Background: an optimization exercise with open tools, aiming at small area. Do not read the settings as production practice. Function was checked by simulation only, so behaviour that the tests miss may differ from the original. Power figures rest on the tool's default switching activity, not on a simulated workload.

## delta
// chrom_fitness_evaluator
module chrom_fitness_evaluator #(
  parameter int NUM_VECTORS  = 16,
  parameter int IN_WIDTH     = 8,
  parameter int OUT_WIDTH    = 8,
  parameter int SUM_WIDTH    = 32,
  parameter int SETTLE_WIDTH = 16,
  parameter int REPEAT_WIDTH = 8
) (
  input  logic                             iClock,
  input  logic                             iReset_n,
  input  logic [NUM_VECTORS*IN_WIDTH-1:0]  iInputSequence,
  input  logic [NUM_VECTORS*OUT_WIDTH-1:0] iExpectedOutput,
  input  logic [NUM_VECTORS*OUT_WIDTH-1:0] iValidOutput,
  input  logic [SETTLE_WIDTH-1:0]          iSettleCycles,
  input  logic [REPEAT_WIDTH-1:0]          iRepeatCount,
  input  logic                             iStartProcessing,
  input  logic                             iDoneProcessingFeedback,
  input  logic                             iStall,
  input  logic [OUT_WIDTH-1:0]             iCircuitOutput,
  output logic [IN_WIDTH-1:0]              oCircuitInput,
  output logic                             oReadyToProcess,
  output logic                             oDoneProcessing,
  output logic [OUT_WIDTH*SUM_WIDTH-1:0]   oErrorSums,
  output logic [2:0]                       oState
);
clock: 5.0 ns
lec_check: 0
cap_margin: 20
core_area: 8 8 192 192
die_area: 0 0 200 200
slew_margin: 20
standard.sh (not shown) runs the stock make flow with config.mk's settings and CLKGATE_MAP_FILE= SYNTH_SCRIPT=/design/flow/synth_recipe.tcl, a recipe that flattens the netlist after the stock synthesis.
==> flow/flow/run.sh <==
#!/bin/bash
set -euo pipefail
bash standard.sh \
  "BUFFER_PORTS_ARGS=-buffer_cell sky130_fd_sc_hd__buf_1" \
  "CTS_ARGS=-sink_clustering_enable -repair_clock_nets -buf_list sky130_fd_sc_hd__clkbuf_4 -dont_use_dummy_load" \
  finish > standard.log 2>&1
> inputs changed (delta -> beta)
- DIE_AREA no longer set, was 0 0 200 200
- CORE_MARGIN now 2, previously not set
- CORE_UTILIZATION now 70, previously not set
- CORE_AREA no longer set, was 8 8 192 192
[summary]
- beta: PPL-0024 in 3_2_place_iop -> run aborted
- Per the comparison of beta with delta, cell count after synthesis now sits at about the same level; starting density of the core about even; simple-gate share of the synthesized area stayed essentially flat.
- Reported for delta and beta, post-synth design cell area turned out identical to the last digit.
- beta -> delta: xor-xnor portion of the synthesized cell area flat
- Comparing delta against beta, there is no change at all in part of the Yosys area used for sequential elements.
- Diff delta -> beta: per-instance average area after synthesis essentially unchanged; number of synthesized flops with an enable pin roughly the same.
- Between delta and beta, the flow reports chip height decreasing by a few percent.
- Chip width in beta vs delta: down about 6%
- The fraction of synthesis flops using an asynchronous set or reset pin was comparable across delta and beta.

---

The RTL this note starts from:
==> flow/design.v <==
module chrom_fitness_evaluator #(
  parameter int NUM_VECTORS  = 16,
  parameter int IN_WIDTH     = 8,
  parameter int OUT_WIDTH    = 8,
  parameter int SUM_WIDTH    = 32,
  parameter int SETTLE_WIDTH = 16,
  parameter int REPEAT_WIDTH = 8
) (
  input  logic                             iClock,
  input  logic                             iReset_n,
  input  logic [NUM_VECTORS*IN_WIDTH-1:0]  iInputSequence,
  input  logic [NUM_VECTORS*OUT_WIDTH-1:0] iExpectedOutput,
  input  logic [NUM_VECTORS*OUT_WIDTH-1:0] iValidOutput,
  input  logic [SETTLE_WIDTH-1:0]          iSettleCycles,
  input  logic [REPEAT_WIDTH-1:0]          iRepeatCount,
  input  logic                             iStartProcessing,
  input  logic                             iDoneProcessingFeedback,
  input  logic                             iStall,
  input  logic [OUT_WIDTH-1:0]             iCircuitOutput,
  output logic [IN_WIDTH-1:0]              oCircuitInput,
  output logic                             oReadyToProcess,
  output logic                             oDoneProcessing,
  output logic [OUT_WIDTH*SUM_WIDTH-1:0]   oErrorSums,
  output logic [2:0]                       oState
);
  localparam int IDX_W = (NUM_VECTORS > 1) ? $clog2(NUM_VECTORS) : 1;
  localparam int MAX_SAMPLES = ((1 << REPEAT_WIDTH) - 1) * NUM_VECTORS;
  localparam int CNT_W_RAW   = $clog2(MAX_SAMPLES + 1);
  localparam int CNT_W       = (CNT_W_RAW < SUM_WIDTH) ? CNT_W_RAW : SUM_WIDTH;
  localparam logic [2:0] ST_IDLE    = 3'd0;
  localparam logic [2:0] ST_APPLY   = 3'd1;
  localparam logic [2:0] ST_SETTLE  = 3'd2;
  localparam logic [2:0] ST_SAMPLE  = 3'd3;
  localparam logic [2:0] ST_DONE    = 3'd4;
  localparam logic [2:0] ST_RELEASE = 3'd5;
  logic [2:0]              state_r;
  logic [2:0]              state_s;
  logic [IN_WIDTH-1:0]     vec_r [NUM_VECTORS];
  logic [OUT_WIDTH-1:0]    exp_r [NUM_VECTORS];
  logic [OUT_WIDTH-1:0]    val_r [NUM_VECTORS];
  logic [SETTLE_WIDTH-1:0] settle_cfg_r;
  logic [SETTLE_WIDTH-1:0] settle_cnt_r;
  logic [REPEAT_WIDTH-1:0] pass_left_r;
  logic [IDX_W-1:0]        index_r;
  logic [IN_WIDTH-1:0]     cin_r;
  logic [CNT_W-1:0]        sum_r [OUT_WIDTH];
  logic                    go_s;
  logic                    idle_s;
  logic                    capture_s;
  logic                    apply_s;
  logic                    settle_s;
  logic                    sample_s;
  logic                    settle_end_s;
  logic                    last_vec_s;
  logic                    more_pass_s;
  logic [OUT_WIDTH-1:0]    err_s;
  logic [NUM_VECTORS-1:0]  idx_oh_s;
  logic [OUT_WIDTH-1:0]    exp_sel_s, val_sel_s;
  logic [IN_WIDTH-1:0]     vec_sel_s;
  always_comb begin
    go_s         = !iStall;
    idle_s       = (state_r == ST_IDLE);
    capture_s    = go_s && idle_s && iStartProcessing;
    apply_s      = go_s && (state_r == ST_APPLY);
    settle_s     = go_s && (state_r == ST_SETTLE);
    sample_s     = go_s && (state_r == ST_SAMPLE);
    settle_end_s = (settle_cnt_r[SETTLE_WIDTH-1:1] == '0);
    last_vec_s   = (index_r == IDX_W'(NUM_VECTORS - 1));
    more_pass_s  = (pass_left_r[REPEAT_WIDTH-1:1] != '0);
    for (int k = 0; k < NUM_VECTORS; k++) idx_oh_s[k] = (index_r == IDX_W'(k));
    err_s        = (iCircuitOutput ^ exp_sel_s) & val_sel_s;
  end
  for (genvar gb = 0; gb < OUT_WIDTH; gb++) begin : g_rd_out
    logic [NUM_VECTORS-1:0] exp_col, val_col;
    for (genvar k = 0; k < NUM_VECTORS; k++) begin : g_col
      assign exp_col[k] = exp_r[k][gb];
      assign val_col[k] = val_r[k][gb];
    end
    chrom_fitness_evaluator_sel16 u_exp (.d(exp_col), .s(idx_oh_s), .y(exp_sel_s[gb]));
    chrom_fitness_evaluator_sel16 u_val (.d(val_col), .s(idx_oh_s), .y(val_sel_s[gb]));
  end
  for (genvar gb = 0; gb < IN_WIDTH; gb++) begin : g_rd_in
    logic [NUM_VECTORS-1:0] vec_col;
    for (genvar k = 0; k < NUM_VECTORS; k++) begin : g_col
      assign vec_col[k] = vec_r[k][gb];
    end
    chrom_fitness_evaluator_sel16 u_vec (.d(vec_col), .s(idx_oh_s), .y(vec_sel_s[gb]));
  end
  always_comb begin
    state_s = state_r;
    if (go_s) begin
      case (state_r)
        ST_IDLE:    if (iStartProcessing) state_s = ST_APPLY;
        ST_APPLY:   state_s = ST_SETTLE;
        ST_SETTLE:  if (settle_end_s) state_s = ST_SAMPLE;
        ST_SAMPLE:  state_s = (!last_vec_s || more_pass_s) ? ST_APPLY : ST_DONE;
        ST_DONE:    if (iDoneProcessingFeedback) state_s = ST_RELEASE;
        ST_RELEASE: if (!iStartProcessing && !iDoneProcessingFeedback) state_s = ST_IDLE;
        default:    state_s = ST_IDLE;
      endcase
    end
  end
  always_ff @(posedge iClock or negedge iReset_n) begin
    if (!iReset_n) state_r <= ST_IDLE;
    else           state_r <= state_s;
  end
  always_ff @(posedge iClock) begin
    if (idle_s) begin
      for (int k = 0; k < NUM_VECTORS; k++) begin
        vec_r[k] <= iInputSequence[k*IN_WIDTH +: IN_WIDTH];
        exp_r[k] <= iExpectedOutput[k*OUT_WIDTH +: OUT_WIDTH];
        val_r[k] <= iValidOutput[k*OUT_WIDTH +: OUT_WIDTH];
      end
      settle_cfg_r <= iSettleCycles;
    end
  end
  always_ff @(posedge iClock) begin
    if (idle_s) pass_left_r <= iRepeatCount;
    else        pass_left_r <= pass_left_r - REPEAT_WIDTH'(sample_s && last_vec_s);
  end
  always_ff @(posedge iClock) begin
    if (state_r == ST_APPLY) settle_cnt_r <= settle_cfg_r;
    else                     settle_cnt_r <= settle_cnt_r - SETTLE_WIDTH'(go_s);
  end
  always_ff @(posedge iClock or negedge iReset_n) begin
    if (!iReset_n)     index_r <= '0;
    else if (sample_s) index_r <= index_r + 1'b1;
  end
  always_ff @(posedge iClock or negedge iReset_n) begin
    if (!iReset_n)    cin_r <= '0;
    else if (apply_s) cin_r <= vec_sel_s;
  end
  for (genvar gb = 0; gb < OUT_WIDTH; gb++) begin : g_sums
    logic [CNT_W-1:0] sum_d;
    chrom_fitness_evaluator_cnt #(.W(CNT_W)) u_cnt (
      .q(sum_r[gb]), .inc(sample_s && err_s[gb]), .clr(capture_s), .d(sum_d)
    );
    always_ff @(posedge iClock or negedge iReset_n) begin
      if (!iReset_n) sum_r[gb] <= '0;
      else           sum_r[gb] <= sum_d;
    end
    assign oErrorSums[gb*SUM_WIDTH +: SUM_WIDTH] = SUM_WIDTH'(sum_r[gb]);
  end
  assign oCircuitInput   = cin_r;
  assign oReadyToProcess = (state_r == ST_IDLE);
  assign oDoneProcessing = (state_r == ST_DONE);
  assign oState          = state_r;
endmodule
module chrom_fitness_evaluator_sel16 (
  input  logic [15:0] d,
  input  logic [15:0] s,
  output logic        y
);
  logic [5:0] t;
  logic [1:0] u;
  chrom_fitness_evaluator_aoi222 g0 (.a1(d[0]),  .a2(s[0]),  .b1(d[1]),  .b2(s[1]),  .c1(d[2]),  .c2(s[2]),  .y(t[0]));
  chrom_fitness_evaluator_aoi222 g1 (.a1(d[3]),  .a2(s[3]),  .b1(d[4]),  .b2(s[4]),  .c1(d[5]),  .c2(s[5]),  .y(t[1]));
  chrom_fitness_evaluator_aoi222 g2 (.a1(d[6]),  .a2(s[6]),  .b1(d[7]),  .b2(s[7]),  .c1(d[8]),  .c2(s[8]),  .y(t[2]));
  chrom_fitness_evaluator_aoi222 g3 (.a1(d[9]),  .a2(s[9]),  .b1(d[10]), .b2(s[10]), .c1(d[11]), .c2(s[11]), .y(t[3]));
  chrom_fitness_evaluator_aoi222 g4 (.a1(d[12]), .a2(s[12]), .b1(d[13]), .b2(s[13]), .c1(d[14]), .c2(s[14]), .y(t[4]));
  assign t[5] = ~(d[15] & s[15]);
  assign u[0] = ~(t[0] & t[1] & t[2]);
  assign u[1] = ~(t[3] & t[4] & t[5]);
  assign y    = u[0] | u[1];
endmodule
module chrom_fitness_evaluator_aoi222 (
  input  logic a1, a2, b1, b2, c1, c2,
  output logic y
);
  assign y = ~((a1 & a2) | (b1 & b2) | (c1 & c2));
endmodule
module chrom_fitness_evaluator_cnt #(
  parameter int W = 12
) (
  input  logic [W-1:0] q,
  input  logic         inc,
  input  logic         clr,
  output logic [W-1:0] d
);
  logic [W:0] t;
  assign t[0] = inc;
  for (genvar i = 0; i < W; i++) begin : g_bit
    chrom_fitness_evaluator_and2  u_t (.a(t[i]), .b(q[i]), .y(t[i+1]));
    chrom_fitness_evaluator_tgclr u_d (.q(q[i]), .t(t[i]), .clr(clr), .d(d[i]));
  end
endmodule
module chrom_fitness_evaluator_tgclr (
  input  logic q,
  input  logic t,
  input  logic clr,
  output logic d
);
  assign d = ~clr & (q ^ t);
endmodule
module chrom_fitness_evaluator_and2 (
  input  logic a,
  input  logic b,
  output logic y
);
  assign y = a & b;
endmodule
==> flow/config.mk <==
export PLATFORM = sky130hd
export DESIGN_NAME = chrom_fitness_evaluator
export DESIGN_NICKNAME = chrom_fitness_evaluator
export VERILOG_FILES = /design/flow/design.v
export SDC_FILE = /design/flow/constraint.sdc
export NUM_CORES = 4
export LEC_CHECK = 0
export CAP_MARGIN = 20
export CORE_AREA = 8 8 192 192
export DIE_AREA = 0 0 200 200
export SLEW_MARGIN = 20
export SYNTH_HIERARCHICAL = 1
==> flow/constraint.sdc <==
create_clock -name core_clock -period 5.0 [get_ports {iClock}]
set_input_delay 1.0000 -clock core_clock [delete_from_list [all_inputs] [get_ports {iClock}]]
set_output_delay 1.0000 -clock core_clock [all_outputs]
set_load 0.01 [all_outputs]
==> flow/flow/run.sh <==
#!/bin/bash
set -euo pipefail
bash standard.sh \
  "BUFFER_PORTS_ARGS=-buffer_cell sky130_fd_sc_hd__buf_1" \
  "CTS_ARGS=-sink_clustering_enable -repair_clock_nets -buf_list sky130_fd_sc_hd__clkbuf_8 -sink_clustering_size 24 -sink_clustering_max_diameter 45 -dont_use_dummy_load" \
  "SKIP_REPAIR_TIE_FANOUT=1" \
  finish > standard.log 2>&1
Rerun with:
==> flow/flow/run.sh (replaced) <==
#!/bin/bash
set -euo pipefail
bash standard.sh \
  "BUFFER_PORTS_ARGS=-buffer_cell sky130_fd_sc_hd__buf_1" \
  "CTS_ARGS=-sink_clustering_enable -repair_clock_nets -buf_list sky130_fd_sc_hd__clkbuf_8 -sink_clustering_size 20 -sink_clustering_max_diameter 50 -dont_use_dummy_load" \
  "SKIP_REPAIR_TIE_FANOUT=1" \
  finish > standard.log 2>&1
Final cell count is about the same.
Count of clock-buffer cells in the layout shrinks by 4.
Synthesized area does not change.
Worst setup slack improved by 0.14 ns.
Core utilization shrinks by 0.18 points.
First-iteration DRC count shrinks by 5.8%.
Total power shrinks by 0.87%.
Wire length is about the same.
Design area barely changes.
Rerun with:
==> flow/flow/run.sh (replaced) <==
#!/bin/bash
set -euo pipefail
bash standard.sh \
  "BUFFER_PORTS_ARGS=-buffer_cell sky130_fd_sc_hd__buf_1" \
  "CTS_ARGS=-sink_clustering_enable -repair_clock_nets -buf_list sky130_fd_sc_hd__clkbuf_8 -sink_clustering_size 16 -sink_clustering_max_diameter 60 -dont_use_dummy_load" \
  "SKIP_REPAIR_TIE_FANOUT=1" \
  finish > standard.log 2>&1
GPL_TIMING_DRIVEN = 0   (was unset)
The changed run finished clean.
Sequential power drops by about 0.6%.
Clock power decreases by about 4%.
Worst hold slack gets worse by 0.015 ns.
Rerun with:
GPL_TIMING_DRIVEN = unset   (was 0)
PLACE_DENSITY = 0.9   (was unset)
=> Final area fell by 4.5%. Power goes up by 0.88%. Core utilization came out lower by 3.3 points. Flip-flop and latch count is unchanged. Non-clock buffer count went down by 142.
Rerun with:
==> flow/flow/run.sh (replaced) <==
#!/bin/bash
set -euo pipefail
bash standard.sh \
  "BUFFER_PORTS_ARGS=-buffer_cell sky130_fd_sc_hd__buf_1" \
  "CTS_ARGS=-sink_clustering_enable -repair_clock_nets -buf_list sky130_fd_sc_hd__clkbuf_16 -sink_clustering_size 28 -sink_clustering_max_diameter 80 -dont_use_dummy_load" \
  "SKIP_REPAIR_TIE_FANOUT=1" \
  finish > standard.log 2>&1
PLACE_DENSITY = unset   (was 0.9)
Result: Routed wire length went down slightly. Cell area is about the same. Die area does not change. Area after synthesis does not change. Total power stays flat. Clock skew went down by 0.039 ns. Via count went down by a few percent. Clock-buffer cell count went down by 17. Worst setup slack improves by 0.029 ns. Utilization went up by 0.10 points.

## what the ideal ports hide
The results above use ideal ports. As a check the final layouts listed here were re-extracted and re-timed, cells and wires unchanged.
Step 1 assumes that a clkbuf_16 drives the clock port and a buf_2 every other input.
Step 2 times the ports against the registers' clock, not the clock port: input delays grow and output delays shrink by t, the midpoint of the rising clock arrivals with the driver on.
Three values: no drivers, after step 1, after step 2; two values: the first two.
run	shift t [ns]	setup WS [ns]	worst register clock-pin slew, ns
delta	0.816	0.781 / 0.781 / 0.781	0.07 / 0.07
the first run of note 2	0.643	0.166 / 0.166 / 0.166	0.11 / 0.11
the second run of note 2	0.613	0.301 / 0.301 / 0.301	0.12 / 0.12
the third run of note 2	0.599	0.296 / 0.296 / 0.250	0.11 / 0.11
the fourth run of note 2	0.581	0.216 / 0.216 / 0.216	0.10 / 0.10
the fifth run of note 2	0.607	0.245 / 0.245 / 0.245	0.10 / 0.10
After both steps setup and hold are still met in every run listed. For the third run of note 2, which loses most, drivers alone change the setup slack by 0.000 ns; drivers and shift together by -0.046 ns.
